Source: an optimization exercise on an open RTL-to-GDS flow (aim: small area and a short achievable clock period). Production flows keep margins and buffers that such runs may drop.
Where RTL was checked, it was by simulation tests only, not by an equivalence proof against the original.
Function not checked in runs 2, 5 and 6: the RTL went through the layout flow alone.
Power figures rest on the tool's default switching activity, not on a simulated workload.

$ cat flow/run.sh
#!/bin/bash
# synth_recipe.tcl (not shown) runs the flow's synth.tcl, then flattens the netlist and writes it again
# the make line also repeats each setting of config.mk as NAME=value (left out here)
make -C /OpenROAD-flow-scripts/flow DESIGN_CONFIG=/design/flow/config.mk WORK_HOME=/design/flow/orfs CLKGATE_MAP_FILE= SYNTH_SCRIPT=/design/flow/synth_recipe.tcl finish
$ cat flow/config.mk
export PLATFORM = sky130hd
export DESIGN_NAME = wb_regfile
export DESIGN_NICKNAME = wb_regfile
export VERILOG_FILES = /design/flow/design.v
export SDC_FILE = /design/flow/constraint.sdc
export NUM_CORES = 4
export LEC_CHECK = 0
export CAP_MARGIN = 20
export CORE_MARGIN = 2
export CORE_UTILIZATION = 20
export PLACE_DENSITY = 0.35
export SLEW_MARGIN = 20
$ cat flow/constraint.sdc
create_clock -name core_clock -period 10.0 [get_ports {clk}]
set_input_delay 2.0000 -clock core_clock [delete_from_list [all_inputs] [get_ports {clk}]]
set_output_delay 2.0000 -clock core_clock [all_outputs]
set_load 0.01 [all_outputs]
$ cat flow/design.v
module wb_regfile #(
    parameter int XLEN = 32,
    parameter int NREG = 32
) (
    input  logic                    clk,
    input  logic                    rst,
    input  logic [3:0]              wb_in_wb,
    input  logic [XLEN-1:0]         wb_in_data_in,
    input  logic [XLEN-1:0]         wb_in_alu_result,
    input  logic [$clog2(NREG)-1:0] wb_in_rd_addr,
    input  logic [$clog2(NREG)-1:0] rs1_addr,
    input  logic [$clog2(NREG)-1:0] rs2_addr,
    output logic [XLEN-1:0]         rs1_data,
    output logic [XLEN-1:0]         rs2_data,
    output logic                    fwd_en,
    output logic [$clog2(NREG)-1:0] fwd_addr,
    output logic [XLEN-1:0]         fwd_data,
    output logic [$clog2(NREG)-1:0] last_wr_addr,
    output logic [XLEN-1:0]         last_wr_data,
    output logic [31:0]             retired
);
    localparam int AW = $clog2(NREG);
    logic reg_write;
    logic mem_to_reg;
    logic valid;
    logic we;
    logic [XLEN-1:0] wdata;
    logic [XLEN-1:0] regs_q [NREG-1:1];
    logic [AW-1:0]   last_wr_addr_q;
    logic [XLEN-1:0] last_wr_data_q;
    logic [31:0]     retired_q;
    logic [31:0]     retired_d;
    assign reg_write  = wb_in_wb[0];
    assign mem_to_reg = wb_in_wb[1];
    assign valid      = wb_in_wb[2];
    assign wdata = mem_to_reg ? wb_in_data_in : wb_in_alu_result;
    assign we    = reg_write & (wb_in_rd_addr != '0) & rst;
    assign fwd_en   = we;
    assign fwd_addr = wb_in_rd_addr;
    assign fwd_data = wdata;
    assign retired_d = retired_q + 32'd1;
    function automatic logic [XLEN-1:0] read_port(input logic [AW-1:0] addr);
        logic [XLEN-1:0] val;
        val = '0;
        if (addr != '0) begin
            if (we && (addr == wb_in_rd_addr)) begin
                val = wdata;
            end else begin
                for (int i = 1; i < NREG; i++) begin
                    if (addr == AW'(i)) begin
                        val = regs_q[i];
                    end
                end
            end
        end
        read_port = val;
    endfunction
    always_comb begin
        rs1_data = read_port(rs1_addr);
        rs2_data = read_port(rs2_addr);
    end
    always_ff @(posedge clk) begin
        if (!rst) begin
            for (int i = 1; i < NREG; i++) begin
                regs_q[i] <= '0;
            end
            last_wr_addr_q <= '0;
            last_wr_data_q <= '0;
            retired_q      <= '0;
        end else begin
            if (we) begin
                for (int i = 1; i < NREG; i++) begin
                    if (wb_in_rd_addr == AW'(i)) begin
                        regs_q[i] <= wdata;
                    end
                end
                last_wr_addr_q <= wb_in_rd_addr;
                last_wr_data_q <= wdata;
            end
            if (valid) begin
                retired_q <= retired_d;
            end
        end
    end
    assign last_wr_addr = last_wr_addr_q;
    assign last_wr_data = last_wr_data_q;
    assign retired      = retired_q;
endmodule
==> results of run 1 <==
-- sequential cells by signal, indices dropped and copies added (netlist names) --
| signal | count |
|---|---|
| last_wr_addr_q | 5 |
| last_wr_data_q | 32 |
| regs_q | 992 |
| retired_q | 32 |
-- worst register-to-register path, stage by stage (launching register included) --
cell,delay (ps)
sky130_fd_sc_hd__dfxtp_1,420
sky130_fd_sc_hd__and4_1,320
sky130_fd_sc_hd__and4_1,300
sky130_fd_sc_hd__nand3_1,220
sky130_fd_sc_hd__nor3_1,600
sky130_fd_sc_hd__nand4_1,200
sky130_fd_sc_hd__xnor2_1,160
sky130_fd_sc_hd__and2_1,150
-- area by class of cell --
cell class              instances  area [sq um]  share of cell area
diodes                         33         82.58            0.001219
clock buffers                 189          3772             0.05568
clock inverters                45         593.1            0.008753
inverters                      53         200.2            0.002955
multi-input cells            4527         31480              0.4646
flip-flops and latches       1061         21240              0.3135
well taps                    3589          4491             0.06628
repair buffers                657          5897             0.08703
-- routing by layer --
| metal | routed length, microns | global-route usage | up-vias |
|---|---|---|---|
| li1 | - | - | 24212 |
| met5 | 397 | 0.005022 | - |
| met3 | 49060 | 0.09317 | 1148 |
| met1 | 167000 | 0.3656 | 31158 |
| met2 | 172400 | 0.4183 | 4696 |
| met4 | 28790 | 0.1683 | 28 |
-- power by group through the flow --
| stage | Clock (mW) | Sequential [mW] | Combinational [mW] |
|---|---|---|---|
| after CTS | 5.15 | 4.31 | 1.24 |
| after floorplan | 0 | 4.39 | 0.492 |
| after detailed placement | 0 | 4.40 | 1.24 |
| after global routing | 5.29 | 4.31 | 1.28 |
| after global placement | 0 | 4.40 | 1.23 |
| final | 5.09 | 4.31 | 1.30 |
-- cells in the final DEF, fill, tap and decap left out, types with 40 or more instances in the layout --
cell                              synthesis  layout
sky130_fd_sc_hd__nand2_1               1233    1228
sky130_fd_sc_hd__dfxtp_1               1061    1061
sky130_fd_sc_hd__o211a_1               1027    1027
sky130_fd_sc_hd__a22oi_1                399     399
sky130_fd_sc_hd__buf_4                   50     380
sky130_fd_sc_hd__clkdlybuf4s50_1          0     242
sky130_fd_sc_hd__a21oi_1                214     214
sky130_fd_sc_hd__nor2_1                 229     180
sky130_fd_sc_hd__o21ai_0                172     170
sky130_fd_sc_hd__clkbuf_16                0     136
sky130_fd_sc_hd__a221oi_1               127     126
sky130_fd_sc_hd__a22o_1                  78      78
sky130_fd_sc_hd__nand3_1                 77      77
sky130_fd_sc_hd__nand4_1                 75      75
sky130_fd_sc_hd__nor3_1                  77      72
sky130_fd_sc_hd__nor2_4                   8      69
sky130_fd_sc_hd__inv_1                   52      50
sky130_fd_sc_hd__mux2i_1                 79      47
sky130_fd_sc_hd__o22ai_1                 41      41
sky130_fd_sc_hd__a222oi_1                40      40
-- per-stage QoR --
stage	setup WS, ps	utilization	cells
after floorplan	4092	-	6351
after global placement	818.9	0.2310	9882
after detailed placement	957.2	0.2312	9886
after CTS	939.6	0.2472	10120
after global routing	901.5	0.2474	10129
final	684.1	0.2476	10154
-- cells in the mapped netlist (16+ instances only) --
library cell	n	area (sq um)
sky130_fd_sc_hd__nand2_1	1233	4628
sky130_fd_sc_hd__dfxtp_1	1061	21240
sky130_fd_sc_hd__o211a_1	1027	10280
sky130_fd_sc_hd__clkbuf_1	484	1817
sky130_fd_sc_hd__a22oi_1	399	2995
sky130_fd_sc_hd__nor2_1	229	859.6
sky130_fd_sc_hd__a21oi_1	214	1071
sky130_fd_sc_hd__o21ai_0	172	860.8
sky130_fd_sc_hd__buf_2	155	775.7
sky130_fd_sc_hd__a221oi_1	127	1112
sky130_fd_sc_hd__mux2i_1	79	790.8
sky130_fd_sc_hd__a22o_1	78	683.2
sky130_fd_sc_hd__nand3_1	77	385.4
sky130_fd_sc_hd__nor3_1	77	385.4
sky130_fd_sc_hd__nand4_1	75	469.2
sky130_fd_sc_hd__inv_1	52	195.2
sky130_fd_sc_hd__buf_4	50	375.4
sky130_fd_sc_hd__o22ai_1	41	256.5
sky130_fd_sc_hd__a222oi_1	40	400.4
sky130_fd_sc_hd__o221ai_1	39	341.6
sky130_fd_sc_hd__and2_1	38	237.7
sky130_fd_sc_hd__a31oi_1	35	219.0
sky130_fd_sc_hd__nor2b_1	30	187.7
sky130_fd_sc_hd__o211ai_1	30	225.2
sky130_fd_sc_hd__a211oi_1	27	202.7
sky130_fd_sc_hd__and3_1	27	168.9
sky130_fd_sc_hd__nand2b_1	22	137.6
sky130_fd_sc_hd__nor2_2	22	137.6
sky130_fd_sc_hd__or3_1	22	137.6
sky130_fd_sc_hd__xnor2_1	22	192.7
sky130_fd_sc_hd__a221o_1	19	190.2
sky130_fd_sc_hd__o2111ai_1	16	140.1
-- cells by family (layout without fill, tap and decap cells) --
| kind of cell | Yosys count | in the layout | share of synthesized area |
|---|---|---|---|
| xor gates and xnor gates | 35 | 35 | 0.005569 |
| other | 0 | 33 | 0 |
| buffers and inverters | 763 | 944 | 0.06008 |
| and+or+nand+nor | 1970 | 1970 | 0.1609 |
| muxes | 90 | 90 | 0.01662 |
| DFF | 1061 | 1061 | 0.3859 |
| adders and majority gates | 1 | 1 | 0.0002273 |
| AOI/OAI and AO/OA | 2431 | 2431 | 0.3707 |
-- final timing paths --
path	start	to	cells past startpoint
max	rs2_addr[4]	rs2_data[7]	12
min	last_wr_data_q[3]	last_wr_data_q[3]	1
max reg2reg	retired_q[3]	retired_q[29]	7
min reg2reg	last_wr_data_q[3]	last_wr_data_q[3]	1
==> run notes, run 1 <==
count of buffers added by post-CTS timing repair for setup 0; Die Y about 530 microns; Sw Pwr 3.219 mW; worst slew pin tran ~1400 ps; Leakage Power 35.02 nW; cts bufs inserted 135; via count of the first global-routing pass 55,484; share of final-layout standard cells stronger than drive strength 1 0.1243; number of flops mapped to enable cells by yosys 0; number of sinks handled by clock tree synthesis ~1,100; part of the total power dissipated in sequential elements 0.403; Avg Synthesized Cell Area 8.666 sq um; max-capacitance violation count 0; clk_skew 5.913 ps; minimum period implied by the final worst setup slack a little over 9000 ps; Starting Density 0.2012; CORE AREA 0.2736 sq mm; Clock Path Buffers 3; worst slew margin relative to its limit 0.08418; mean number of vias per cell 6.031; site row count 192; routability congestion estimate from global placement 1.016; horizontal die dimension 528.6 microns; peak supply drop 0.1898 mV; setup repair after global routing missed its margin false; Worst-Skew Late Latency ~840 ps; Critical Path Source Type input port; cells after synthesis roughly 6,400; H-tree level count 4; area after detailed placement 0.06327 sq mm; drt wl/cell 41.14 microns; CTS Root Buffer Type sky130_fd_sc_hd__clkbuf_16; Combinational Power Share 0.121; critical path's top delay family buffers and inverters; required time worst endpoint roughly 8000 ps; largest net degree at the start of global routing just over 90; kind of end point of the critical path output port; quantity of gates resized following cts 0; GRT Total Usage 0.2867; proportion of synthesized flip-flops having asynchronous set or reset 0; crit-path max cell delay 930 ps; Hold Buf Count CTS 0; Critical path buffers and inverters 5; Area Overhead vs Synth 23.10%; internal power between 7 and 8 mW; Fin Hold WS 497.8 ps; antenna violation net count after detailed routing 0; DP Wirelength between 200,000 and 300,000 microns; chain of cells forming the critical path buf_2 -> nand2_1 -> buf_4 -> nor2_4 -> buf_4 -> a22oi_1 -> nand4_1 -> or3_1 -> nor4_1 -> a221oi_1 -> buf_4 -> clkdlybuf4s50_1; number of warnings issued by yosys 2; clock network fraction of design power 0.476; TNS Setup 0 ps; Tightest Hold Check Type flop to flop; ratio of final minimum period to clock period 0.9316; commonest register cell after synthesis sky130_fd_sc_hd__dfxtp_1; number of port buffers 254; DRT Pass-1 Iters 10; number of design-rule violations left by the first detailed-router iteration 10,698; Total Power Consumption between 10 and 15 mW; number of antenna violations at the first check in global routing 38; run status complete, no violations; CP max FO 20; Switching Share 0.3009; first-pass GRT wire length 543,700 microns; routed vias 61,242; worst-path cell with the longest stage delay sky130_fd_sc_hd__nor2_4; Ports 256; flip-flop and latch count after synthesis 1,061; netlist area before placement between 0.05 and 0.06 sq mm; startpoint-to-endpoint class of the critical path input port to output port; cell with the most instances on the worst path sky130_fd_sc_hd__buf_4; die area 0.2794 sq mm; clock tree from TritonCTS built; cell area after layout roughly 0.068 sq mm; achievable frequency 0.1073 GHz; number of DRC violations after detailed routing 0; sequential share of the synthesized area 0.3859; post-synth net total 6,437; Critical Path AT 7320 ps; number of max-slew violations in the final report 0; final setup violation count 0; register-to-register setup slack 7530 ps; number of inserted filler cells in the final layout between 20,000 and 30,000; CTS clock-pin slew for the worst setup and hold paths 50 ps; count of nets after finishing 6,521; residual overflow from global routing 0; areal power density over the cells 157.9 mW/mm^2; total count of hold-check failures in the final report 0; number of distinct library cells after synthesis 106; Final Routed Wirelength 417,700 microns
==> run 2: changes to the inputs <==
==> flow/design.v (replaced) <==
module wb_regfile #(
    parameter int XLEN = 32,
    parameter int NREG = 32
) (
    input  logic                    clk,
    input  logic                    rst,
    input  logic [3:0]              wb_in_wb,
    input  logic [XLEN-1:0]         wb_in_data_in,
    input  logic [XLEN-1:0]         wb_in_alu_result,
    input  logic [$clog2(NREG)-1:0] wb_in_rd_addr,
    input  logic [$clog2(NREG)-1:0] rs1_addr,
    input  logic [$clog2(NREG)-1:0] rs2_addr,
    output logic [XLEN-1:0]         rs1_data,
    output logic [XLEN-1:0]         rs2_data,
    output logic                    fwd_en,
    output logic [$clog2(NREG)-1:0] fwd_addr,
    output logic [XLEN-1:0]         fwd_data,
    output logic [$clog2(NREG)-1:0] last_wr_addr,
    output logic [XLEN-1:0]         last_wr_data,
    output logic [31:0]             retired
);
    localparam int AW = $clog2(NREG);
    logic reg_write;
    logic mem_to_reg;
    logic valid;
    logic we;
    logic [XLEN-1:0] wdata;
    logic [XLEN-1:0] wdata_r;      
    logic [NREG-1:1] wen;          
    logic [NREG-1:1] ld;           
    logic [NREG-1:1] sel1, sel2;   
    logic            hit1, hit2;   
    logic [XLEN*NREG-1:XLEN] regs_q;
    logic [AW-1:0]   last_wr_addr_q;
    logic [XLEN-1:0] last_wr_data_q;
    logic [31:0]     retired_q;
    assign reg_write  = wb_in_wb[0];
    assign mem_to_reg = wb_in_wb[1];
    assign valid      = wb_in_wb[2];
    assign wdata   = mem_to_reg ? wb_in_data_in : wb_in_alu_result;
    assign wdata_r = wdata & {XLEN{rst}};
    assign we      = reg_write & (wb_in_rd_addr != '0) & rst;
    assign fwd_en   = we;
    assign fwd_addr = wb_in_rd_addr;
    assign fwd_data = wdata;
    assign hit1 = we & (rs1_addr == wb_in_rd_addr);
    assign hit2 = we & (rs2_addr == wb_in_rd_addr);
    for (genvar i = 1; i < NREG; i++) begin : g_reg
        assign wen[i]  = we & (wb_in_rd_addr == AW'(i));
        assign ld[i]   = wen[i] | ~rst;
        assign sel1[i] = (rs1_addr == AW'(i)) & ~wen[i];
        assign sel2[i] = (rs2_addr == AW'(i)) & ~wen[i];
        always_ff @(posedge clk) begin
            if (ld[i]) regs_q[XLEN*i +: XLEN] <= wdata_r;
        end
    end
    always_comb begin
        rs1_data = wdata & {XLEN{hit1}};
        rs2_data = wdata & {XLEN{hit2}};
        for (int i = 1; i < NREG; i++) begin
            rs1_data = rs1_data | (regs_q[XLEN*i +: XLEN] & {XLEN{sel1[i]}});
            rs2_data = rs2_data | (regs_q[XLEN*i +: XLEN] & {XLEN{sel2[i]}});
        end
    end
    always_ff @(posedge clk) begin
        if (!rst) begin
            last_wr_addr_q <= '0;
            last_wr_data_q <= '0;
            retired_q      <= '0;
        end else begin
            if (we) begin
                last_wr_addr_q <= wb_in_rd_addr;
                last_wr_data_q <= wdata;
            end
            if (valid) begin
                retired_q <= retired_q + 32'd1;
            end
        end
    end
    assign last_wr_addr = last_wr_addr_q;
    assign last_wr_data = last_wr_data_q;
    assign retired      = retired_q;
endmodule
==> flow/flow/run.sh (new file) <==
#!/bin/bash
# The standard layout (the standard.sh: ORFS synthesis through finish), with
# plain buf_2 cells as the port buffers and a clock tree of larger sink clusters
# without dummy loads. Each tool's output goes to standard.log.
set -euo pipefail
bash standard.sh \
  "BUFFER_PORTS_ARGS=-buffer_cell sky130_fd_sc_hd__buf_2" \
  "CTS_ARGS=-sink_clustering_enable -repair_clock_nets -buf_list sky130_fd_sc_hd__clkbuf_8 -sink_clustering_size 12 -sink_clustering_max_diameter 50 -dont_use_dummy_load" \
  finish > standard.log 2>&1
==> flow/standard.sh (new file) <==
#!/bin/bash
# synth_recipe.tcl (not shown) runs the flow's synth.tcl, then flattens the netlist and writes it again
# the make line also repeats each setting of config.mk as NAME=value (left out here)
make -C /OpenROAD-flow-scripts/flow DESIGN_CONFIG=/design/flow/config.mk WORK_HOME=/design/flow/orfs CLKGATE_MAP_FILE= SYNTH_SCRIPT=/design/flow/synth_recipe.tcl "${@:-finish}"
--- a/flow/config.mk
+++ b/flow/config.mk
@@ -9,4 +9,6 @@
 export CORE_MARGIN = 2
-export CORE_UTILIZATION = 20
-export PLACE_DENSITY = 0.35
+export CORE_UTILIZATION = 60
+export CTS_BUF_LIST = sky130_fd_sc_hd__clkbuf_8
+export PLACE_DENSITY = 0.75
+export SETUP_SLACK_MARGIN = 4.5
 export SLEW_MARGIN = 20
removed: flow/run.sh
==> run notes, run 2 <==
synth cell count leaders 992 x sky130_fd_sc_hd__edfxtp_1, 296 x sky130_fd_sc_hd__a22oi_1, 236 x sky130_fd_sc_hd__a22o_1, 196 x sky130_fd_sc_hd__a221oi_1; run status stopped before the end; number of port buffers 254 (unchanged); proportion of synthesized flip-flops having asynchronous set or reset 0 (unchanged); last flow stage reached global routing (5_1_grt); residual overflow from global routing 4; fraction of the mapped netlist area in simple logic gates 0.06967 (-0.09123); Ports 256 (unchanged); cells after synthesis 3,057 (-52%); H-tree level count 3 (-1); area share of fa/ha/maj cells after synthesis 0.0002767 (+0.00004937); Starting Density 0.6064 (+0.4052); post-synth net total 3,143 (-51%); Clock Path Buffers 3 (unchanged); main combinational cell family by area after synthesis compound AO/OA/AOI/OAI gates; cts bufs inserted 106 (-21%); number of warnings issued by yosys 1 (-1); sequential share of the synthesized area 0.6893 (+0.3034); mux share of post-synthesis cell area 0.007581 (-0.009036); number of sinks handled by clock tree synthesis 1,061 (unchanged); GRT Total Usage 0.7502; flip-flop and latch count after synthesis 1,061 (unchanged); commonest register cell after synthesis sky130_fd_sc_hd__edfxtp_1; top cell type by total area after synthesis sky130_fd_sc_hd__edfxtp_1; site row count 100 (-48%); Post-Synth XOR/XNOR Area 0.007554 (+0.001984); number of flops mapped to enable cells by yosys 992 (+992); Avg Synthesized Cell Area 14.79 sq um (+71%); DP Wirelength 96,780 microns (-66%); area fraction of the dominant cell type after synthesis 0.6588 (+0.2728); area fraction in compound gates after synthesis 0.1971 (-0.1736); leading cell type by number of instances after synthesis sky130_fd_sc_hd__edfxtp_1; Die Y 278.5 microns (-47%); Error Message [ERROR GRT-0232] Routing congestion too high. Check the congestion heatmap in the GUI.; top cells by area in the synthesized netlist sky130_fd_sc_hd__edfxtp_1 66%, sky130_fd_sc_hd__a22oi_1 4.9%, sky130_fd_sc_hd__a22o_1 4.6%, sky130_fd_sc_hd__a221oi_1 3.8%, sky130_fd_sc_hd__dfxtp_1 3.1%; netlist area before placement 0.04522 sq mm (-18%); CTS Root Buffer Type sky130_fd_sc_hd__clkbuf_8; area after detailed placement 0.04881 sq mm (-23%); horizontal die dimension 278.5 microns (-47%); largest net degree at the start of global routing 73; Hold Buf Count CTS 0 (unchanged); number of distinct library cells after synthesis 61 (-42%); routability congestion estimate from global placement 0.9657 (-4.9%)
run 2: cell count changes after synthesis, moves of 158 or more:
cell                       delta
sky130_fd_sc_hd__edfxtp_1   +992
sky130_fd_sc_hd__o211a_1   -1027
sky130_fd_sc_hd__dfxtp_1    -992
sky130_fd_sc_hd__a21oi_1    -209
sky130_fd_sc_hd__a22o_1     +158
sky130_fd_sc_hd__nand2_1   -1116
sky130_fd_sc_hd__clkbuf_1   -357
run 2: how the worst max path moves through the flow:
stage                         endpoint  slack (ps)             start
after global placement     rs1_data[1]        2400               rst
after detailed placement  rs1_data[28]        2310  wb_in_rd_addr[2]
after floorplan            rs1_data[5]        4080  wb_in_rd_addr[4]
after CTS                 rs2_data[28]        3600  wb_in_rd_addr[4]
run 2: what timing repair did:
action,4_1_cts
cloned,55
setup buffers,220
hold endpoints to repair,0
pin swaps,131
setup endpoints to repair,73
resized for setup,421
run 2: logic make-up after synthesis:
group,after synthesis
DFF,1061
xor gates and xnor gates,39
and+or+nand+nor,571
buffers and inverters,293
muxes,33
AOI/OAI and AO/OA,1059
adders and majority gates,1
run 2: routing by layer:
metal	track usage	GRT overflow
met1	0.7612	0
met2	0.8303	2
met3	0.7052	1
met4	0.6822	1
met5	0.4972	0
run 2: per-stage QoR:
| stage | setup slack (ps) | hold slack (ps) | instances |
|---|---|---|---|
| 4_1_cts | 3596 | 454.1 | 4521 |
| 3_5_place_dp | 2309 | 443.5 | 4140 |
| 3_3_place_gp | 2404 | 442.3 | 4139 |
| 2_1_floorplan | 4082 | 480.5 | 3057 |
run 2: power by group through the flow:
stage / Sequential [mW] / Combinational (mW) / Clock (mW)
4_1_cts: 5.52 / 1.07 / 2.30
3_3_place_gp: 5.58 / 0.891 / 0
3_5_place_dp: 5.61 / 0.909 / 0
2_1_floorplan: 5.54 / 0.466 / 0
==> run 3: changes to the inputs <==
--- a/flow/design.v
+++ b/flow/design.v
@@ -56,9 +56,10 @@
     end
-    always_comb begin
-        rs1_data = wdata & {XLEN{hit1}};
-        rs2_data = wdata & {XLEN{hit2}};
-        for (int i = 1; i < NREG; i++) begin
-            rs1_data = rs1_data | (regs_q[XLEN*i +: XLEN] & {XLEN{sel1[i]}});
-            rs2_data = rs2_data | (regs_q[XLEN*i +: XLEN] & {XLEN{sel2[i]}});
+    for (genvar b = 0; b < XLEN; b++) begin : g_rd
+        logic [NREG-1:0] col;
+        assign col[0] = wdata[b];
+        for (genvar i = 1; i < NREG; i++) begin : g_col
+            assign col[i] = regs_q[XLEN*i + b];
         end
+        wb_regfile_andor #(.N(NREG)) u_rd1 (.d(col), .s({sel1, hit1}), .y(rs1_data[b]));
+        wb_regfile_andor #(.N(NREG)) u_rd2 (.d(col), .s({sel2, hit2}), .y(rs2_data[b]));
     end
@@ -83 +84,10 @@
 endmodule
+module wb_regfile_andor #(
+    parameter int N = 32
+) (
+    input  logic [N-1:0] d,
+    input  logic [N-1:0] s,
+    output logic         y
+);
+    assign y = |(d & s);
+endmodule
--- a/flow/config.mk
+++ b/flow/config.mk
@@ -9,6 +9,7 @@
 export CORE_MARGIN = 2
-export CORE_UTILIZATION = 60
+export CORE_UTILIZATION = 45
 export CTS_BUF_LIST = sky130_fd_sc_hd__clkbuf_8
-export PLACE_DENSITY = 0.75
+export PLACE_DENSITY = 0.62
 export SETUP_SLACK_MARGIN = 4.5
 export SLEW_MARGIN = 20
+export SYNTH_HIERARCHICAL = 1
==> run notes, run 3 <==
post-synth net total 3,077 (-2.1%); Critical Path Source Type input port; number of flops mapped to enable cells by yosys 992 (unchanged); area fraction of the dominant cell type after synthesis 0.6669 (+0.008138); Fin Hold WS ~450 ps; CP max FO 32; startpoint-to-endpoint class of the critical path input port to output port; worst-path cell with the longest stage delay sky130_fd_sc_hd__or4_4; antenna violation net count after detailed routing 0; total count of hold-check failures in the final report 0; chain of cells forming the critical path buf_12 -> and3b_2 -> buf_6 -> nand4_1 -> and3_4 -> buf_12 -> a22oi_2 -> nand4_1 -> or4_4 -> buf_2; count of placed standard cells including taps 4,559 (+10%); Tightest Hold Check Type flop to flop; Biggest register regs_q; leading cell types in the layout, fill and taps excluded 992 x sky130_fd_sc_hd__edfxtp_1, 856 x sky130_fd_sc_hd__a22oi_1, 269 x sky130_fd_sc_hd__nand4_1; netlist area before placement 0.04467 sq mm (-1.2%); Starting Density 0.4539 (-0.1525); Area Overhead vs Synth 21.55%; Largest register FFs 992; Avg Synthesized Cell Area 14.93 sq um (+0.96%); achievable frequency 0.1486 GHz; mean number of vias per cell 7.408; clock tree from TritonCTS built; Ports 256 (unchanged); ratio of final minimum period to clock period 0.6729; share of final-layout standard cells stronger than drive strength 1 0.2965; CTS clock-pin slew for the worst setup and hold paths 60 ps; required time worst endpoint 8000 ps; top cells by area in the synthesized netlist sky130_fd_sc_hd__edfxtp_1 67%, sky130_fd_sc_hd__a22oi_1 16%, sky130_fd_sc_hd__nand4_1 3.8%, sky130_fd_sc_hd__dfxtp_1 3.1%, sky130_fd_sc_hd__a22oi_2 1.8%; GRT met2 Usage 0.5308; areal power density over the cells 165.5 mW/mm^2; DRT Pass-1 Iters 6; flip-flop and latch count after synthesis 1,061 (unchanged); via count of the first global-routing pass ~35,000; minimum period implied by the final worst setup slack 6729 ps; final setup violation count 0; number of antenna violations at the first check in global routing 7; crit-path max cell delay ~700 ps; cts bufs inserted 113 (+6.6%); Worst-Skew Late Latency 710 ps; met1 global-route usage 0.4218; met3 track utilization from global routing 0.1191; cells after synthesis 2,991 (-2.2%); Hold Buf Count CTS 0 (unchanged); worst slew pin tran between 1000 and 1500 ps; sequential share of the synthesized area 0.6978 (+0.008515); Leakage Power 17.31 nW; number of port buffers 254 (unchanged); Largest regs regs_q: 992 flops, last_wr_data_q: 32 flops, retired_q: 32 flops; number of warnings issued by yosys 7 (+6); kind of end point of the critical path output port; proportion of synthesized flip-flops having asynchronous set or reset 0 (unchanged); CORE AREA between 0.09 and 0.1 sq mm; GRT Total Usage 0.3426; first-pass GRT wire length approximately 250,000 microns; number of DRC violations after detailed routing 0; DP Wirelength 92,990 microns (-3.9%); site row count 115 (+15%); die area 0.1018 sq mm; number of design-rule violations left by the first detailed-router iteration between 5,000 and 6,000; TNS Setup 0 ps; max-capacitance violation count 0; Most Used Layer, Global Route met2; count of nets after finishing 3,586; routability congestion estimate from global placement 0.8999 (-6.8%); Die Y 319.1 microns (+15%); clk_skew 34.80 ps; number of inserted filler cells in the final layout around 7,700; drt wl/cell ~38 microns; setup repair after global routing missed its margin true; routed vias 35,485; peak supply drop 0.09363 mV; most common cell after layout, fill and taps aside sky130_fd_sc_hd__edfxtp_1; worst slew margin relative to its limit 0.2398; number of distinct library cells after synthesis 44 (-28%); largest net degree at the start of global routing 62; CTS Root Buffer Type sky130_fd_sc_hd__clkbuf_8; top cell type by total area after synthesis sky130_fd_sc_hd__edfxtp_1; filler-free cell count of the finished design between 4,000 and 5,000; leading cell type by number of instances after synthesis sky130_fd_sc_hd__edfxtp_1; number of max-slew violations in the final report 0; Clock Path Buffers 3 (unchanged); Final Routed Wirelength 182,300 microns; H-tree level count 3 (unchanged); Critical Path AT between 4000 and 5000 ps; synth cell count leaders 992 x sky130_fd_sc_hd__edfxtp_1, 961 x sky130_fd_sc_hd__a22oi_1, 269 x sky130_fd_sc_hd__nand4_1, 94 x sky130_fd_sc_hd__nor2_1, 74 x sky130_fd_sc_hd__or4_1; residual overflow from global routing 0; commonest register cell after synthesis sky130_fd_sc_hd__edfxtp_1; run status complete, no violations; number of sinks handled by clock tree synthesis 1,061 (unchanged); horizontal die dimension 319.1 microns (+15%)
## run 3: worst paths after layout
path                                         from                 to  slack (ps)  cells past startpoint
worst max-delay path             wb_in_rd_addr[3]       rs1_data[28]        3270                     10
worst min register to register  last_wr_addr_q[4]  last_wr_addr_q[4]         450                      2
worst min-delay path            last_wr_addr_q[4]  last_wr_addr_q[4]         450                      2
worst max register to register       retired_q[2]      retired_q[20]        7980                      4
## run 3: cell type report
type / count / area [sq um] / area share
Inverter: 38 / 152.6 / 0.002811
Timing Repair Buffer: 481 / 4487 / 0.08264
Antenna cell: 5 / 12.51 / 0.0002304
Sequential cell: 1061 / 31170 / 0.5741
Multi-Input combinational cell: 1805 / 15310 / 0.2819
Tap cell: 1287 / 1610 / 0.02966
Clock buffer: 113 / 1555 / 0.02864
## run 3: power by group
part / internal (mW) / leakage, nW / total [mW] / switching [mW]
combinational: 0.338 / 6.36 / 1.04 / 0.698
sequential: 5.30 / 10.1 / 5.52 / 0.218
clock: 0.995 / 0.812 / 2.43 / 1.43
## run 3: timing repair
item,CTS,global route
setup buffers,34,49
gates cloned,24,6
pin swaps,132,117
gates resized for setup,328,168
endpoints found under the setup margin,95,65
## run 3: metrics by stage
step	setup slack [ps]	power, mW	cell area [sq um]	util
final	3271	8.983	54300	0.5517
after global routing	3267	9.209	54290	0.5516
after CTS	3462	8.878	53030	0.5389
after detailed placement	2390	6.430	49190	0.4998
after global placement	2423	6.372	49120	0.4990
after floorplan	3851	5.963	45460	-
## run 3: per-layer routing
layer  routed length, microns  share of wire
met5                       20        0.00011
met4                    11260          0.062
met3                    27100           0.15
met2                    81900           0.45
met1                    61970           0.34
## run 3: cells by family (layout without fill, tap and decap cells)
| kind of cell | Yosys count | in the layout | share of synthesized area |
|---|---|---|---|
| multiplexers | 34 | 34 | 0.007619 |
| flip-flops | 1061 | 1061 | 0.6978 |
| AND/OR/NAND/NOR | 623 | 623 | 0.08129 |
| XOR/XNOR | 22 | 22 | 0.004314 |
| other | 0 | 5 | 0 |
| AO/OA/AOI/OAI | 1125 | 1125 | 0.1938 |
| buffers and inverters | 125 | 632 | 0.01493 |
| adder cells (fa/ha/maj) | 1 | 1 | 0.0002801 |
## run 3: worst max-delay path: cells and delay by family
kind            cells  cell delay (ps)
buf+inv             4              570
compound gates      1              240
simple gates        5             1900
==> run 4: changes to the inputs <==
--- a/flow/design.v
+++ b/flow/design.v
@@ -47,7 +47,14 @@
     assign hit2 = we & (rs2_addr == wb_in_rd_addr);
+    logic       nwe;           
+    logic [3:0] nw_lo, n1_lo, n2_lo;
+    logic [7:0] nw_hi, n1_hi, n2_hi;
+    assign nwe = ~(reg_write & rst);
+    wb_regfile_predec u_dec_w (.a(wb_in_rd_addr), .n_lo(nw_lo), .n_hi(nw_hi));
+    wb_regfile_predec u_dec_1 (.a(rs1_addr),      .n_lo(n1_lo), .n_hi(n1_hi));
+    wb_regfile_predec u_dec_2 (.a(rs2_addr),      .n_lo(n2_lo), .n_hi(n2_hi));
     for (genvar i = 1; i < NREG; i++) begin : g_reg
-        assign wen[i]  = we & (wb_in_rd_addr == AW'(i));
-        assign ld[i]   = wen[i] | ~rst;
-        assign sel1[i] = (rs1_addr == AW'(i)) & ~wen[i];
-        assign sel2[i] = (rs2_addr == AW'(i)) & ~wen[i];
+        wb_regfile_nor #(.W(3)) u_wen  (.a({nw_lo[i%4], nw_hi[i/4], nwe}),    .y(wen[i]));
+        wb_regfile_nor #(.W(3)) u_sel1 (.a({n1_lo[i%4], n1_hi[i/4], wen[i]}), .y(sel1[i]));
+        wb_regfile_nor #(.W(3)) u_sel2 (.a({n2_lo[i%4], n2_hi[i/4], wen[i]}), .y(sel2[i]));
+        assign ld[i] = wen[i] | ~rst;
         always_ff @(posedge clk) begin
@@ -91,3 +98,55 @@
 );
+    logic [3:0]  h;
+    logic [1:0]  k;
+    for (genvar j = 0; j < 4; j++) begin : g_or8
+        wb_regfile_andor8 u_or8 (.d(d[8*j +: 8]), .s(s[8*j +: 8]), .y(h[j]));
+    end
+    for (genvar j = 0; j < 2; j++) begin : g_nor
+        wb_regfile_nor #(.W(2)) u_nor (.a(h[2*j +: 2]), .y(k[j]));
+    end
+    wb_regfile_nand #(.W(2)) u_out (.a(k), .y(y));
+endmodule
+module wb_regfile_andor8 (
+    input  logic [7:0] d,
+    input  logic [7:0] s,
+    output logic       y
+);
     assign y = |(d & s);
 endmodule
+module wb_regfile_predec (
+    input  logic [4:0] a,
+    output logic [3:0] n_lo,
+    output logic [7:0] n_hi
+);
+    for (genvar j = 0; j < 4; j++) begin : g_lo
+        assign n_lo[j] = ~(a[1:0] == 2'(j));
+    end
+    for (genvar k = 0; k < 8; k++) begin : g_hi
+        assign n_hi[k] = ~(a[4:2] == 3'(k));
+    end
+endmodule
+module wb_regfile_aoi #(
+    parameter int W = 2
+) (
+    input  logic [W-1:0] d,
+    input  logic [W-1:0] s,
+    output logic         y
+);
+    assign y = ~|(d & s);
+endmodule
+module wb_regfile_nand #(
+    parameter int W = 2
+) (
+    input  logic [W-1:0] a,
+    output logic         y
+);
+    assign y = ~&a;
+endmodule
+module wb_regfile_nor #(
+    parameter int W = 2
+) (
+    input  logic [W-1:0] a,
+    output logic         y
+);
+    assign y = ~|a;
+endmodule
==> run notes, run 4 <==
top cells by area in the synthesized netlist sky130_fd_sc_hd__edfxtp_1 66%, sky130_fd_sc_hd__a22oi_1 17%, sky130_fd_sc_hd__nand4_1 3.7%, sky130_fd_sc_hd__dfxtp_1 3.1%, sky130_fd_sc_hd__nor3_2 2.1%; internal power 6.530 mW (-1.6%); count of nets after finishing 3,656 (+2.0%); H-tree level count 3 (unchanged); horizontal die dimension 320.0 microns (+0.30%); routed vias 34,730 (-2.1%); residual overflow from global routing 0 (unchanged); critical path's top delay family simple AND/OR/NAND/NOR gates; most common cell after layout, fill and taps aside sky130_fd_sc_hd__edfxtp_1; post-synth net total 3,171 (+3.1%); crit-path max cell delay 540 ps (-160 ps); filler-free cell count of the finished design 4,862 (+1.5%); Total Power Consumption 8.865 mW (-1.3%); startpoint-to-endpoint class of the critical path input port to output port; Starting Density 0.4553 (+0.001402); drt wl/cell 33.87 microns (-11%); peak supply drop 0.1169 mV (+25%); number of flops mapped to enable cells by yosys 992 (unchanged); leading cell types in the layout, fill and taps excluded 992 x sky130_fd_sc_hd__edfxtp_1, 924 x sky130_fd_sc_hd__a22oi_1, 263 x sky130_fd_sc_hd__nand4_1; areal power density over the cells 166.5 mW/mm^2 (+0.61%); Core Util, Final 0.5396 (-0.01212); CP max FO 32 (unchanged); first-pass GRT wire length 224,900 microns (-9.5%); minimum period implied by the final worst setup slack 6330 ps (-398.6 ps); kind of end point of the critical path output port; proportion of synthesized flip-flops having asynchronous set or reset 0 (unchanged); Largest regs regs_q: 992 flops, last_wr_data_q: 32 flops, retired_q: 32 flops; commonest register cell after synthesis sky130_fd_sc_hd__edfxtp_1; number of design-rule violations left by the first detailed-router iteration 5,667 (-2.4%); clk_skew 30.09 ps (-4.707 ps); cell with the most instances on the worst path sky130_fd_sc_hd__buf_12; number of sinks handled by clock tree synthesis 1,061 (unchanged); Area Overhead vs Synth 18.52%; number of max-slew violations in the final report 0 (unchanged); Biggest register regs_q; largest net degree at the start of global routing 71 (+15%); main combinational cell family by area after synthesis compound AO/OA/AOI/OAI gates; cells after synthesis 3,085 (+3.1%); Largest register FFs 992 (unchanged); site row count 115 (unchanged); area share of fa/ha/maj cells after synthesis 0.0002784 (-0.000001677); DRT Pass-1 Iters 6 (unchanged); Worst-Skew Late Latency 750 ps (+40 ps); area fraction of the dominant cell type after synthesis 0.6629 (-0.003992); required time worst endpoint 8000 ps (about the same); fraction of the mapped netlist area in simple logic gates 0.1009 (+0.01964); number of distinct library cells after synthesis 39 (-11%); run status complete, no violations; setup repair after global routing missed its margin true; max-capacitance violation count 0 (unchanged); number of DRC violations after detailed routing 0 (unchanged); antenna violation net count after detailed routing 0 (unchanged); Post-Synth XOR/XNOR Area 0.004288 (-0.00002582); die area 0.1024 sq mm (+0.59%); Final Routed Wirelength 164,700 microns (-9.6%); mux share of post-synthesis cell area 0.008019 (+0.0003999); mean number of vias per cell 7.143 (-3.6%); GRT Total Usage 0.3040 (-0.03860); Tightest Hold Check Type flop to flop; number of port buffers 254 (unchanged); CTS Root Buffer Type sky130_fd_sc_hd__clkbuf_8; chain of cells forming the critical path buf_12 -> or4_4 -> o21bai_4 -> buf_4 -> nor4_4 -> buf_12 -> a22oi_1 -> nand4_1 -> nor2_2 -> nand2_4 -> buf_2; Ports 256 (unchanged); worst slew pin tran 1205 ps (+68.69 ps); routability congestion estimate from global placement 0.8376 (-6.9%); worst slew margin relative to its limit 0.1967 (-0.04311); synth cell count leaders 1,025 x sky130_fd_sc_hd__a22oi_1, 992 x sky130_fd_sc_hd__edfxtp_1, 263 x sky130_fd_sc_hd__nand4_1, 174 x sky130_fd_sc_hd__nor2_1, 93 x sky130_fd_sc_hd__nor3_2; area fraction in compound gates after synthesis 0.1793 (-0.01444); DP Wirelength 87,370 microns (-6.0%); top cell type by total area after synthesis sky130_fd_sc_hd__edfxtp_1; number of warnings issued by yosys 7 (unchanged); Sw Pwr 2.335 mW (-0.57%); Critical Path Source Type input port; final setup violation count 0 (unchanged); CTS clock-pin slew for the worst setup and hold paths 60 ps (about the same); total count of hold-check failures in the final report 0 (unchanged); Switching Share 0.2634 (+0.001966); Die Y 320.0 microns (+0.30%); Critical Path AT 4330 ps (-400 ps); Clock Path Buffers 3 (unchanged); ratio of final minimum period to clock period 0.6330 (-0.03986); Combinational Power Share 0.109 (-0.006); Avg Synthesized Cell Area 14.57 sq um (-2.5%); Critical path buffers and inverters 4 (unchanged); leading cell type by number of instances after synthesis sky130_fd_sc_hd__a22oi_1; via count of the first global-routing pass 32,661 (-5.6%); count of placed standard cells including taps 4,665 (+2.3%); clock network fraction of design power 0.271 (about the same); Hold Buf Count CTS 0 (unchanged); number of antenna violations at the first check in global routing 5 (-2); Leakage Power 17.33 nW (about the same); CORE AREA 0.09871 sq mm (+0.29%); netlist area before placement 0.04494 sq mm (+0.60%); sequential share of the synthesized area 0.6936 (-0.004177); share of final-layout standard cells stronger than drive strength 1 0.2730 (-0.02347); flip-flop and latch count after synthesis 1,061 (unchanged); TNS Setup 0 ps (unchanged); clock tree from TritonCTS built; achievable frequency 0.1580 GHz (+6.3%); worst-path cell with the longest stage delay sky130_fd_sc_hd__or4_4; cts bufs inserted 110 (-2.7%); part of the total power dissipated in sequential elements 0.620 (+0.006)
[run 4: final timing paths]
check	from	end	slack [ps]	cells past startpoint
worst max register to register	retired_q[3]	retired_q[22]	8030	4
worst max-delay path	wb_in_rd_addr[3]	rs2_data[12]	3670	11
worst min register to register	last_wr_addr_q[3]	last_wr_addr_q[3]	450	2
worst min-delay path	last_wr_addr_q[3]	last_wr_addr_q[3]	450	2
[run 4: per-module statistics from Yosys (local to each module, per instance), a selection]
module / flops+latches / times used
wb_regfile_predec: 0 / 3
wb_regfile: 1061 / 1
wb_regfile_andor8: 0 / 256
[run 4: timing repair]
action                                 CTS  global route
setup endpoints to repair               85            67
buffers inserted                        25            33
pin swaps                              118           147
endpoints found under the hold margin    0             0
cloned                                   5            16
resized for setup                      309           182
[run 4: power by group through the flow]
stage	Sequential, mW	Clock (mW)	Combinational [mW]
final	5.49	2.40	0.970
after global routing	5.54	2.57	0.999
after CTS	5.48	2.41	0.896
after detailed placement	5.58	0	0.833
after global placement	5.55	0	0.826
after floorplan	5.54	0	0.399
[run 4: cells by family after synthesis]
family,after synthesis
buffers and inverters,107
multiplexers,36
XOR/XNOR,22
AND/OR/NAND/NOR,766
AO/OA/AOI/OAI,1092
flip-flops,1061
adder cells (fa/ha/maj),1
[run 4: layout make-up]
class,instances,area [sq um]
diodes,7,17.52
clock buffers,110,1514
fillers,8077,45450
inverters,38,142.6
multi-input cells,1920,15160
flip-flops and latches,1061,31170
well taps,1287,1610
repair buffers,439,3642
[run 4: stage by stage]
stage	setup WS [ps]	area, sq um	hold slack, ps
2_1_floorplan	4093	45230	478.3
3_3_place_gp	3201	48760	438.9
5_1_grt	3707	53260	481.2
6_report	3670	53260	454.8
4_1_cts	3749	51780	451.1
3_5_place_dp	3191	48790	442.1
[run 4: worst reg2reg max path, delay by kind of cell (launching register included)]
kind	cells	cell delay, ps
AO/OA/AOI/OAI	1	140
AND/OR/NAND/NOR	3	1310
flip-flops	1	440
[run 4: metal layers]
layer,wire (microns),global-route usage,part of all wire
met1,62990,0.4297,0.38
met2,71550,0.4464,0.43
met3,23030,0.07630,0.14
met4,7050,0.1307,0.043
met5,74,0,0.00045
==> run 5: changes to the inputs <==
--- a/flow/design.v
+++ b/flow/design.v
@@ -45,4 +45,11 @@
     assign fwd_data = wdata;
-    assign hit1 = we & (rs1_addr == wb_in_rd_addr);
-    assign hit2 = we & (rs2_addr == wb_in_rd_addr);
+    logic       rd_nz;
+    logic [1:0] rd_z;
+    logic       nrw;           
+    wb_regfile_nor  #(.W(3)) u_rdz0 (.a(wb_in_rd_addr[2:0]), .y(rd_z[0]));
+    wb_regfile_nor  #(.W(2)) u_rdz1 (.a(wb_in_rd_addr[4:3]), .y(rd_z[1]));
+    wb_regfile_nand #(.W(2)) u_rdnz (.a(rd_z), .y(rd_nz));
+    assign nrw = ~(reg_write & rst);
+    wb_regfile_hit u_hit1 (.a(rs1_addr), .rd(wb_in_rd_addr), .nrw(nrw), .rd_nz(rd_nz), .hit(hit1));
+    wb_regfile_hit u_hit2 (.a(rs2_addr), .rd(wb_in_rd_addr), .nrw(nrw), .rd_nz(rd_nz), .hit(hit2));
     logic       nwe;           
@@ -115,2 +122,33 @@
 endmodule
+module wb_regfile_hit (
+    input  logic [4:0] a,
+    input  logic [4:0] rd,
+    input  logic       nrw,
+    input  logic       rd_nz,
+    output logic       hit
+);
+    logic [4:0] x;
+    logic [1:0] t;
+    for (genvar b = 0; b < 5; b++) begin : g_x
+        wb_regfile_xor u_x (.a(a[b]), .b(rd[b]), .y(x[b]));
+    end
+    wb_regfile_nor #(.W(3)) u_t0 (.a(x[2:0]), .y(t[0]));
+    wb_regfile_nor #(.W(3)) u_t1 (.a({x[4:3], nrw}), .y(t[1]));
+    wb_regfile_and #(.W(3)) u_hit (.a({t, rd_nz}), .y(hit));
+endmodule
+module wb_regfile_xor (
+    input  logic a,
+    input  logic b,
+    output logic y
+);
+    assign y = a ^ b;
+endmodule
+module wb_regfile_and #(
+    parameter int W = 2
+) (
+    input  logic [W-1:0] a,
+    output logic         y
+);
+    assign y = &a;
+endmodule
 module wb_regfile_predec (
==> flow/flow/run.sh (replaced) <==
#!/bin/bash
# The standard layout (the standard.sh: ORFS synthesis through finish), with
# plain buf_1 cells as the port buffers and a clock tree of larger sink clusters
# without dummy loads. Each tool's output goes to standard.log.
set -euo pipefail
bash standard.sh \
  "BUFFER_PORTS_ARGS=-buffer_cell sky130_fd_sc_hd__buf_1" \
  "CTS_ARGS=-sink_clustering_enable -repair_clock_nets -buf_list sky130_fd_sc_hd__clkbuf_8 -sink_clustering_size 16 -sink_clustering_max_diameter 50 -dont_use_dummy_load" \
  finish > standard.log 2>&1
==> run notes, run 5 <==
run status complete, no violations; horizontal die dimension 319.9 microns (about the same); areal power density over the cells 162.6 mW/mm^2 (-2.3%); number of antenna violations at the first check in global routing 9 (+4); crit-path max cell delay 460 ps (-80 ps); Sw Pwr 2.359 mW (+1.0%); number of warnings issued by yosys 7 (unchanged); cell with the most instances on the worst path sky130_fd_sc_hd__buf_12; number of flops mapped to enable cells by yosys 992 (unchanged); total count of hold-check failures in the final report 0 (unchanged); number of max-slew violations in the final report 0 (unchanged); clock network fraction of design power 0.258 (-0.013); cts bufs inserted 101 (-8.2%); CTS clock-pin slew for the worst setup and hold paths 60 ps (about the same); number of sinks handled by clock tree synthesis 1,061 (unchanged); Largest register FFs 992 (unchanged); count of nets after finishing 3,717 (+1.7%); GRT Total Usage 0.3271 (+0.02310); TNS Setup 0 ps (unchanged); achievable frequency 0.1596 GHz (+1.0%); Starting Density 0.4555 (about the same); Tightest Hold Check Type flop to flop; leading cell types in the layout, fill and taps excluded 992 x sky130_fd_sc_hd__edfxtp_1, 891 x sky130_fd_sc_hd__a22oi_1, 262 x sky130_fd_sc_hd__nand4_1; Critical Path Source Type input port; number of port buffers 254 (unchanged); top cell type by total area after synthesis sky130_fd_sc_hd__edfxtp_1; DP Wirelength 91,620 microns (+4.9%); most common cell after layout, fill and taps aside sky130_fd_sc_hd__edfxtp_1; Switching Share 0.2667 (+0.003284); cell area after layout 0.05442 sq mm (+2.2%); largest net degree at the start of global routing 73 (+2.8%); number of inserted filler cells in the final layout 7,784 (-3.6%); residual overflow from global routing 0 (unchanged); leading cell type by number of instances after synthesis sky130_fd_sc_hd__a22oi_1; Critical Path AT 4260 ps (-70 ps); kind of end point of the critical path output port; site row count 115 (unchanged); number of design-rule violations left by the first detailed-router iteration 5,796 (+2.3%); drt wl/cell 36.07 microns (+6.5%); Final Routed Wirelength 177,500 microns (+7.8%); Ports 256 (unchanged); internal power 6.487 mW (-0.66%); chain of cells forming the critical path buf_12 -> or3b_4 -> nor3_4 -> buf_6 -> nor3_4 -> buf_12 -> buf_12 -> buf_4 -> a22oi_2 -> nand4_1 -> nor2_2 -> nand2_2 -> buf_6; critical path's top delay family simple AND/OR/NAND/NOR gates; CTS Root Buffer Type sky130_fd_sc_hd__clkbuf_8; worst-path cell with the longest stage delay sky130_fd_sc_hd__or3b_4; top cells by area in the synthesized netlist sky130_fd_sc_hd__edfxtp_1 66%, sky130_fd_sc_hd__a22oi_1 17%, sky130_fd_sc_hd__nand4_1 3.7%, sky130_fd_sc_hd__dfxtp_1 3.1%, sky130_fd_sc_hd__nor3_2 2.2%; setup repair after global routing missed its margin true; worst slew pin tran 1105 ps (-99.52 ps); ratio of final minimum period to clock period 0.6265 (-0.006561); die area 0.1023 sq mm (about the same); H-tree level count 3 (unchanged); Largest regs regs_q: 992 flops, last_wr_data_q: 32 flops, retired_q: 32 flops; DRT Pass-1 Iters 7 (+1); worst slew margin relative to its limit 0.2630 (+0.06634); area fraction of the dominant cell type after synthesis 0.6635 (about the same); first-pass GRT wire length 237,900 microns (+5.7%); Area Overhead vs Synth 21.22%; share of final-layout standard cells stronger than drive strength 1 0.2392 (-0.03380); Worst-Skew Late Latency 760 ps (about the same); Hold Buf Count CTS 0 (unchanged); sequential share of the synthesized area 0.6943 (about the same); netlist area before placement 0.04489 sq mm (about the same); startpoint-to-endpoint class of the critical path input port to output port; Avg Synthesized Cell Area 14.51 sq um (-0.35%); Leakage Power 17.21 nW (-0.71%); minimum period implied by the final worst setup slack 6265 ps (-65.61 ps); area after detailed placement 0.04868 sq mm (-0.22%); peak supply drop 0.1052 mV (-10%); flip-flop and latch count after synthesis 1,061 (unchanged); final setup violation count 0 (unchanged); Core Util, Final 0.5522 (+0.01259); Clock Path Buffers 3 (unchanged); number of DRC violations after detailed routing 0 (unchanged); cells after synthesis 3,093 (+0.26%); routed vias 35,320 (+1.7%); Die Y 319.9 microns (about the same); Critical path buffers and inverters 6 (+2); antenna violation net count after detailed routing 0 (unchanged); clk_skew 38.11 ps (+8.023 ps); clock tree from TritonCTS built; part of the total power dissipated in sequential elements 0.622 (+0.002); proportion of synthesized flip-flops having asynchronous set or reset 0 (unchanged); via count of the first global-routing pass 32,535 (-0.39%); max-capacitance violation count 0 (unchanged); routability congestion estimate from global placement 0.8412 (+0.43%); mean number of vias per cell 7.176 (+0.46%); number of distinct library cells after synthesis 35 (-10%); Biggest register regs_q; Combinational Power Share 0.119 (+0.010); required time worst endpoint 8000 ps (about the same); CP max FO 5 (-84%); CORE AREA 0.09856 sq mm (-0.15%); synth cell count leaders 1,025 x sky130_fd_sc_hd__a22oi_1, 992 x sky130_fd_sc_hd__edfxtp_1, 262 x sky130_fd_sc_hd__nand4_1, 174 x sky130_fd_sc_hd__nor2_1, 98 x sky130_fd_sc_hd__nor3_2; commonest register cell after synthesis sky130_fd_sc_hd__edfxtp_1; post-synth net total 3,179 (+0.25%)
==> run 5: cell count changes after synthesis, sizes merged, moves of 3 or more <==
| cell | delta |
|---|---|
| clkbuf | +7 |
| nor3 | +7 |
| buf | -5 |
| nand3 | -4 |
| nand4 | -4 |
| a21oi | +3 |
==> run 5: worst register-to-register path, cell delays in order, from the launching register on <==
cell and delay (ps):
sky130_fd_sc_hd__dfxtp_1 440, sky130_fd_sc_hd__ha_1 230, sky130_fd_sc_hd__nand2_1 150, sky130_fd_sc_hd__or3_1 620, sky130_fd_sc_hd__or4_1 570, sky130_fd_sc_hd__a21oi_1 140
==> run 5: stage by stage <==
stage	std cells	setup WS [ps]	power, mW	hold WS, ps
2_1_floorplan	3093	4310	5.949	478.3
3_3_place_gp	4690	2750	6.398	444.1
3_5_place_dp	4691	2681	6.429	448.1
4_1_cts	4857	3833	8.749	458.3
5_1_grt	4919	3697	9.085	472.7
6_report	4922	3735	8.846	458.1
==> run 5: final timing paths <==
check,startpoint,endpoint,slack (ps),depth (start not counted)
setup / recovery,wb_in_rd_addr[4],rs1_data[3],3740,13
hold / removal,last_wr_addr_q[4],last_wr_addr_q[4],460,2
setup reg to reg,retired_q[0],retired_q[20],7790,5
hold reg to reg,last_wr_addr_q[4],last_wr_addr_q[4],460,2
==> run 5: power groups by stage <==
stage	logic, mW	registers (mW)	clock network [mW]
2_1_floorplan	0.406	5.54	0
3_3_place_gp	0.845	5.55	0
3_5_place_dp	0.852	5.58	0
4_1_cts	0.975	5.48	2.29
5_1_grt	1.08	5.54	2.46
6_report	1.06	5.50	2.29
==> run 5: metal layers <==
metal  vias to the layer above  track usage  part of all wire
met5                         -            0           0.00029
met4                         8       0.1775             0.063
met3                       498      0.09062              0.14
met2                      2891       0.4797              0.44
met1                     17654       0.4423              0.36
li1                      14269            -                 -
==> run 5: what timing repair did <==
action,4_1_cts,5_1_grt
pin swaps,147,153
buffers inserted,50,43
hold endpoints to repair,0,0
setup endpoints to repair,95,66
gates cloned,15,16
resized for setup,470,217
==> run 5: final cells by class <==
class | count | area [sq um] | area share
multi-input combinational | 1925 | 15540 | 0.2855
inverter | 40 | 150.1 | 0.002759
tap | 1287 | 1610 | 0.02959
timing repair buffer | 502 | 4551 | 0.08362
clock buffer | 101 | 1390 | 0.02554
sequential | 1061 | 31170 | 0.5727
antenna | 6 | 15.01 | 0.0002759
==> run 5: logic make-up (layout without fill, tap and decap cells) <==
group                      Yosys count  in the layout  share of synthesized area
muxes                               34             34                   0.007581
other                                0              6                          0
and+or+nand+nor                    768            771                     0.1009
xor gates and xnor gates            21             21                   0.004097
buffers and inverters              110            643                    0.01246
DFF                               1061           1061                     0.6943
AOI/OAI and AO/OA                 1098           1098                     0.1803
adders and majority gates            1              1                  0.0002787
==> run 5: Yosys stat by module, one instance, submodules excluded, excerpt <==
module,flip-flops and latches,times used,area (sq um)
wb_regfile_xor,0,10,8.758
wb_regfile_predec,0,3,82.58
wb_regfile_andor8,0,256,36.28
wb_regfile,1061,1,33550
==> run 6: changes to the inputs <==
--- a/flow/design.v
+++ b/flow/design.v
@@ -30,2 +30,3 @@
     logic [NREG-1:1] ld;           
+    logic [NREG-1:1] nld;          
     logic [NREG-1:1] sel1, sel2;   
@@ -65,5 +66,10 @@
         wb_regfile_nor #(.W(3)) u_sel2 (.a({n2_lo[i%4], n2_hi[i/4], wen[i]}), .y(sel2[i]));
-        assign ld[i] = wen[i] | ~rst;
+        assign ld[i]  = wen[i] | ~rst;
+        assign nld[i] = ~ld[i];
+        logic [XLEN-1:0] d;
+        for (genvar b = 0; b < XLEN; b++) begin : g_bit
+            wb_regfile_ao22 u_hold (.a1(ld[i]), .a2(wdata_r[b]), .b1(nld[i]), .b2(regs_q[XLEN*i + b]), .y(d[b]));
+        end
         always_ff @(posedge clk) begin
-            if (ld[i]) regs_q[XLEN*i +: XLEN] <= wdata_r;
+            regs_q[XLEN*i +: XLEN] <= d;
         end
@@ -138,2 +144,11 @@
 endmodule
+module wb_regfile_ao22 (
+    input  logic a1,
+    input  logic a2,
+    input  logic b1,
+    input  logic b2,
+    output logic y
+);
+    assign y = (a1 & a2) | (b1 & b2);
+endmodule
 module wb_regfile_xor (
==> run notes, run 6 <==
horizontal die dimension 316.0 microns (-1.2%); CP max FO 8 (+3); CTS Root Buffer Type sky130_fd_sc_hd__clkbuf_8; synth cell count leaders 1,061 x sky130_fd_sc_hd__dfxtp_1, 1,025 x sky130_fd_sc_hd__a22oi_1, 992 x sky130_fd_sc_hd__a22o_1, 265 x sky130_fd_sc_hd__nand4_1, 174 x sky130_fd_sc_hd__nor2_1; sequential share of the synthesized area 0.4849 (-0.2093); area after detailed placement 0.04790 sq mm (-1.6%); mean number of vias per cell 7.501 (+4.5%); number of warnings issued by yosys 7 (unchanged); total count of hold-check failures in the final report 0 (unchanged); Switching Share 0.3065 (+0.03984); proportion of synthesized flip-flops having asynchronous set or reset 0 (unchanged); via count of the first global-routing pass 40,925 (+26%); number of sinks handled by clock tree synthesis 1,061 (unchanged); Combinational Power Share 0.158 (+0.039); Core Util, Final 0.5607 (+0.008510); post-synth net total 4,208 (+32%); pre-CTS setup slack 2727 ps (+45.25 ps); top cell type by total area after synthesis sky130_fd_sc_hd__dfxtp_1; Largest regs regs_q: 992 flops, last_wr_data_q: 32 flops, retired_q: 32 flops; Ports 256 (unchanged); Total Power Consumption 8.827 mW (-0.22%); Critical Path AT 4390 ps (+130 ps); cell area after layout 0.05414 sq mm (-0.52%); residual overflow from global routing 0 (unchanged); setup repair after global routing missed its margin true; minimum period implied by the final worst setup slack 6386 ps (+121.4 ps); register-to-register setup slack 7690 ps (-100 ps); routability congestion estimate from global placement 0.9080 (+7.9%); internal power 6.121 mW (-5.6%); required time worst endpoint 8000 ps (about the same); startpoint-to-endpoint class of the critical path input port to output port; cts bufs inserted 112 (+11%); cells after synthesis 4,122 (+33%); leading cell type by number of instances after synthesis sky130_fd_sc_hd__dfxtp_1; worst-path cell with the longest stage delay sky130_fd_sc_hd__or3b_4; kind of end point of the critical path output port; Critical path buffers and inverters 5 (-1); netlist area before placement 0.04380 sq mm (-2.4%); share of final-layout standard cells stronger than drive strength 1 0.2120 (-0.02715); GRT Total Usage 0.3999 (+0.07287); Worst-Skew Late Latency 780 ps (+20 ps); peak supply drop 0.1047 mV (-0.49%); clock network fraction of design power 0.283 (+0.025); areal power density over the cells 163.0 mW/mm^2 (+0.30%); critical path's top delay family simple AND/OR/NAND/NOR gates; Clock Path Buffers 3 (unchanged); part of the total power dissipated in sequential elements 0.560 (-0.062); Area Overhead vs Synth 23.61%; Largest register FFs 992 (unchanged); site row count 114 (-0.87%); Die Y 316.0 microns (-1.2%); Avg Synthesized Cell Area 10.63 sq um (-27%); Final Routed Wirelength 213,100 microns (+20%); Biggest register regs_q; commonest register cell after synthesis sky130_fd_sc_hd__dfxtp_1; clock tree from TritonCTS built; area fraction of the dominant cell type after synthesis 0.4849 (-0.1786); chain of cells forming the critical path buf_12 -> buf_8 -> or3b_4 -> buf_6 -> nor3_4 -> nor3_4 -> buf_12 -> a22oi_1 -> nand4_1 -> nor2_4 -> nand2_2 -> buf_1; number of distinct library cells after synthesis 36 (+2.9%); worst slew margin relative to its limit 0.2652 (+0.002229); Tightest Hold Check Type flop to flop; number of flops mapped to enable cells by yosys 0 (-100%); drt wl/cell 35.43 microns (-1.8%); achievable frequency 0.1566 GHz (-1.9%); Sw Pwr 2.706 mW (+15%); worst slew pin tran 1102 ps (-3.345 ps); number of max-slew violations in the final report 0 (unchanged); Critical Path Source Type input port; clk_skew 29.18 ps (-8.929 ps); leading cell types in the layout, fill and taps excluded 1,061 x sky130_fd_sc_hd__dfxtp_1, 992 x sky130_fd_sc_hd__a22o_1, 852 x sky130_fd_sc_hd__a22oi_1; number of port buffers 254 (unchanged); first-pass GRT wire length 293,400 microns (+23%); top cells by area in the synthesized netlist sky130_fd_sc_hd__dfxtp_1 48%, sky130_fd_sc_hd__a22o_1 20%, sky130_fd_sc_hd__a22oi_1 18%, sky130_fd_sc_hd__nand4_1 3.8%, sky130_fd_sc_hd__nor3_2 2.2%; DRT Pass-1 Iters 6 (-1); crit-path max cell delay 420 ps (-40 ps); max-capacitance violation count 0 (unchanged); routed vias 45,112 (+28%); Hold Buf Count CTS 0 (unchanged); number of antenna violations at the first check in global routing 6 (-3); ratio of final minimum period to clock period 0.6386 (+0.01214); CTS clock-pin slew for the worst setup and hold paths 50 ps (about the same); antenna violation net count after detailed routing 0 (unchanged); number of DRC violations after detailed routing 0 (unchanged); run status complete, no violations; DP Wirelength 112,100 microns (+22%); largest net degree at the start of global routing 73 (unchanged); die area 0.09984 sq mm (-2.4%); H-tree level count 3 (unchanged); count of nets after finishing 4,823 (+30%); number of design-rule violations left by the first detailed-router iteration 7,757 (+34%); CORE AREA 0.09657 sq mm (-2.0%); setup slack of the critical path after layout 3614 ps (-121.4 ps); Starting Density 0.4536 (-0.001912); final setup violation count 0 (unchanged); TNS Setup 0 ps (unchanged); Leakage Power 20.10 nW (+17%); most common cell after layout, fill and taps aside sky130_fd_sc_hd__dfxtp_1; flip-flop and latch count after synthesis 1,061 (unchanged)
==> run 6: cell count changes in the layout (fill, tap and decap cells not counted), sizes merged, moves of 3 or more <==
cell | before | now
inv | 40 | 69
diode | 6 | 3
clkbuf | 131 | 150
dfxtp | 69 | 1061
edfxtp | 992 | 0
bufbuf | 0 | 5
a22o | 0 | 992
buf | 472 | 527
==> run 6: worst paths after layout <==
kind / cells past startpoint / end / from
setup / recovery: 12 / rs1_data[20] / wb_in_rd_addr[3]
hold / removal: 2 / last_wr_addr_q[4] / last_wr_addr_q[4]
setup reg to reg: 4 / retired_q[26] / retired_q[3]
hold reg to reg: 2 / last_wr_addr_q[4] / last_wr_addr_q[4]
==> run 6: stage by stage <==
step,hold slack (ps),cells
finish,456.5,6014
global route,472.4,6014
CTS,456.4,5955
detailed placement,447.3,5753
global placement,444.7,5753
floorplan,463.0,4122
==> run 6: power by group through the flow <==
stage	Clock [mW]	Combinational [mW]	Sequential, mW
after floorplan	0	0.691	4.94
after global placement	0	1.16	4.98
after detailed placement	0	1.18	4.99
after CTS	2.48	1.28	4.91
after global routing	2.63	1.43	4.99
final	2.50	1.39	4.94
==> run 6: layout make-up <==
| cell class | instances | area (sq um) |
|---|---|---|
| fillers | 8295 | 42420 |
| inverters | 71 | 266.5 |
| flip-flops and latches | 1061 | 21240 |
| diodes | 3 | 7.507 |
| clock buffers | 112 | 1541 |
| well taps | 1276 | 1597 |
| repair buffers | 570 | 5199 |
| multi-input cells | 2921 | 24290 |
==> run 6: per-layer routing <==
metal / track usage / wire length, microns
met1: 0.5419 / 82060
met2: 0.5522 / 86490
met3: 0.1379 / 31020
met4: 0.2230 / 13430
met5: 0 / 90
==> run 6: cell families (layout without fill, tap and decap cells) <==
group	after synthesis	after routing	synth area share
compound gates	2090	2090	0.3831
xor+xnor	21	21	0.004199
fa+ha+maj	1	1	0.0002856
buf+inv	141	753	0.01545
flops	1061	1061	0.4849
mux	34	34	0.007770
other cells	0	3	0
simple gates	774	775	0.1043
==> run 6: tightest hold or removal path, delay by kind of cell (launching register included) <==
kind | cells | cell delay (ps)
flip-flops | 1 | 310
AND/OR/NAND/NOR | 2 | 110
==> run 6: repair_timing <==
action / in CTS / in global routing
pin swaps: 187 / 195
endpoints found under the setup margin: 91 / 65
endpoints found under the hold margin: 0 / 0
cloned: 18 / 15
resized for setup: 449 / 282
buffers inserted: 72 / 41
==> run 6: per-module statistics from Yosys (local to each module, per instance), excerpt <==
module             cells  flip-flops and latches  copies in the design
wb_regfile_ao22        1                       0                   992
wb_regfile_xor         1                       0                    10
wb_regfile_predec     12                       0                     3
wb_regfile_andor8      5                       0                   256
wb_regfile          1510                    1061                     1

-- port drivers added, routing unchanged --
How much do the figures lean on ideal ports? The routed layouts below were timed once more, with nothing changed but the port constraints. Step 1: set_driving_cell puts a clkbuf_16 on clk and a buf_2 on each other input, an assumption about the parent block. Step 2 times the ports against the registers' clock, not the clock port: input delays grow and output delays shrink by t, the midpoint of the rising clock arrivals with the driver on. a / b / c = no drivers / after step 1 / after step 2; a / b = the first two.
run | t (ns) | setup WS [ns] | hold slack, ns | worst setup path after step 2 | pins driven straight from the clock port
run 1 | 0.943 | 0.684 / 0.658 / 0.658 | 0.498 / 0.498 / 0.498 | input to output | 1
run 3 | 0.803 | 3.271 / 3.207 / 3.207 | 0.455 / 0.455 / 0.455 | input to output | 1
run 4 | 0.826 | 3.670 / 3.575 / 3.575 | 0.455 / 0.455 / 0.455 | input to output | 1
run 5 | 0.818 | 3.735 / 3.562 / 3.562 | 0.458 / 0.458 / 0.458 | input to output | 1
run 6 | 0.848 | 3.614 / 3.547 / 3.547 | 0.457 / 0.457 / 0.457 | input to output | 1
After both steps every run listed still meets setup and hold. For run 5, which loses most, drivers alone change the setup slack by -0.173 ns; drivers and shift together by -0.173 ns.
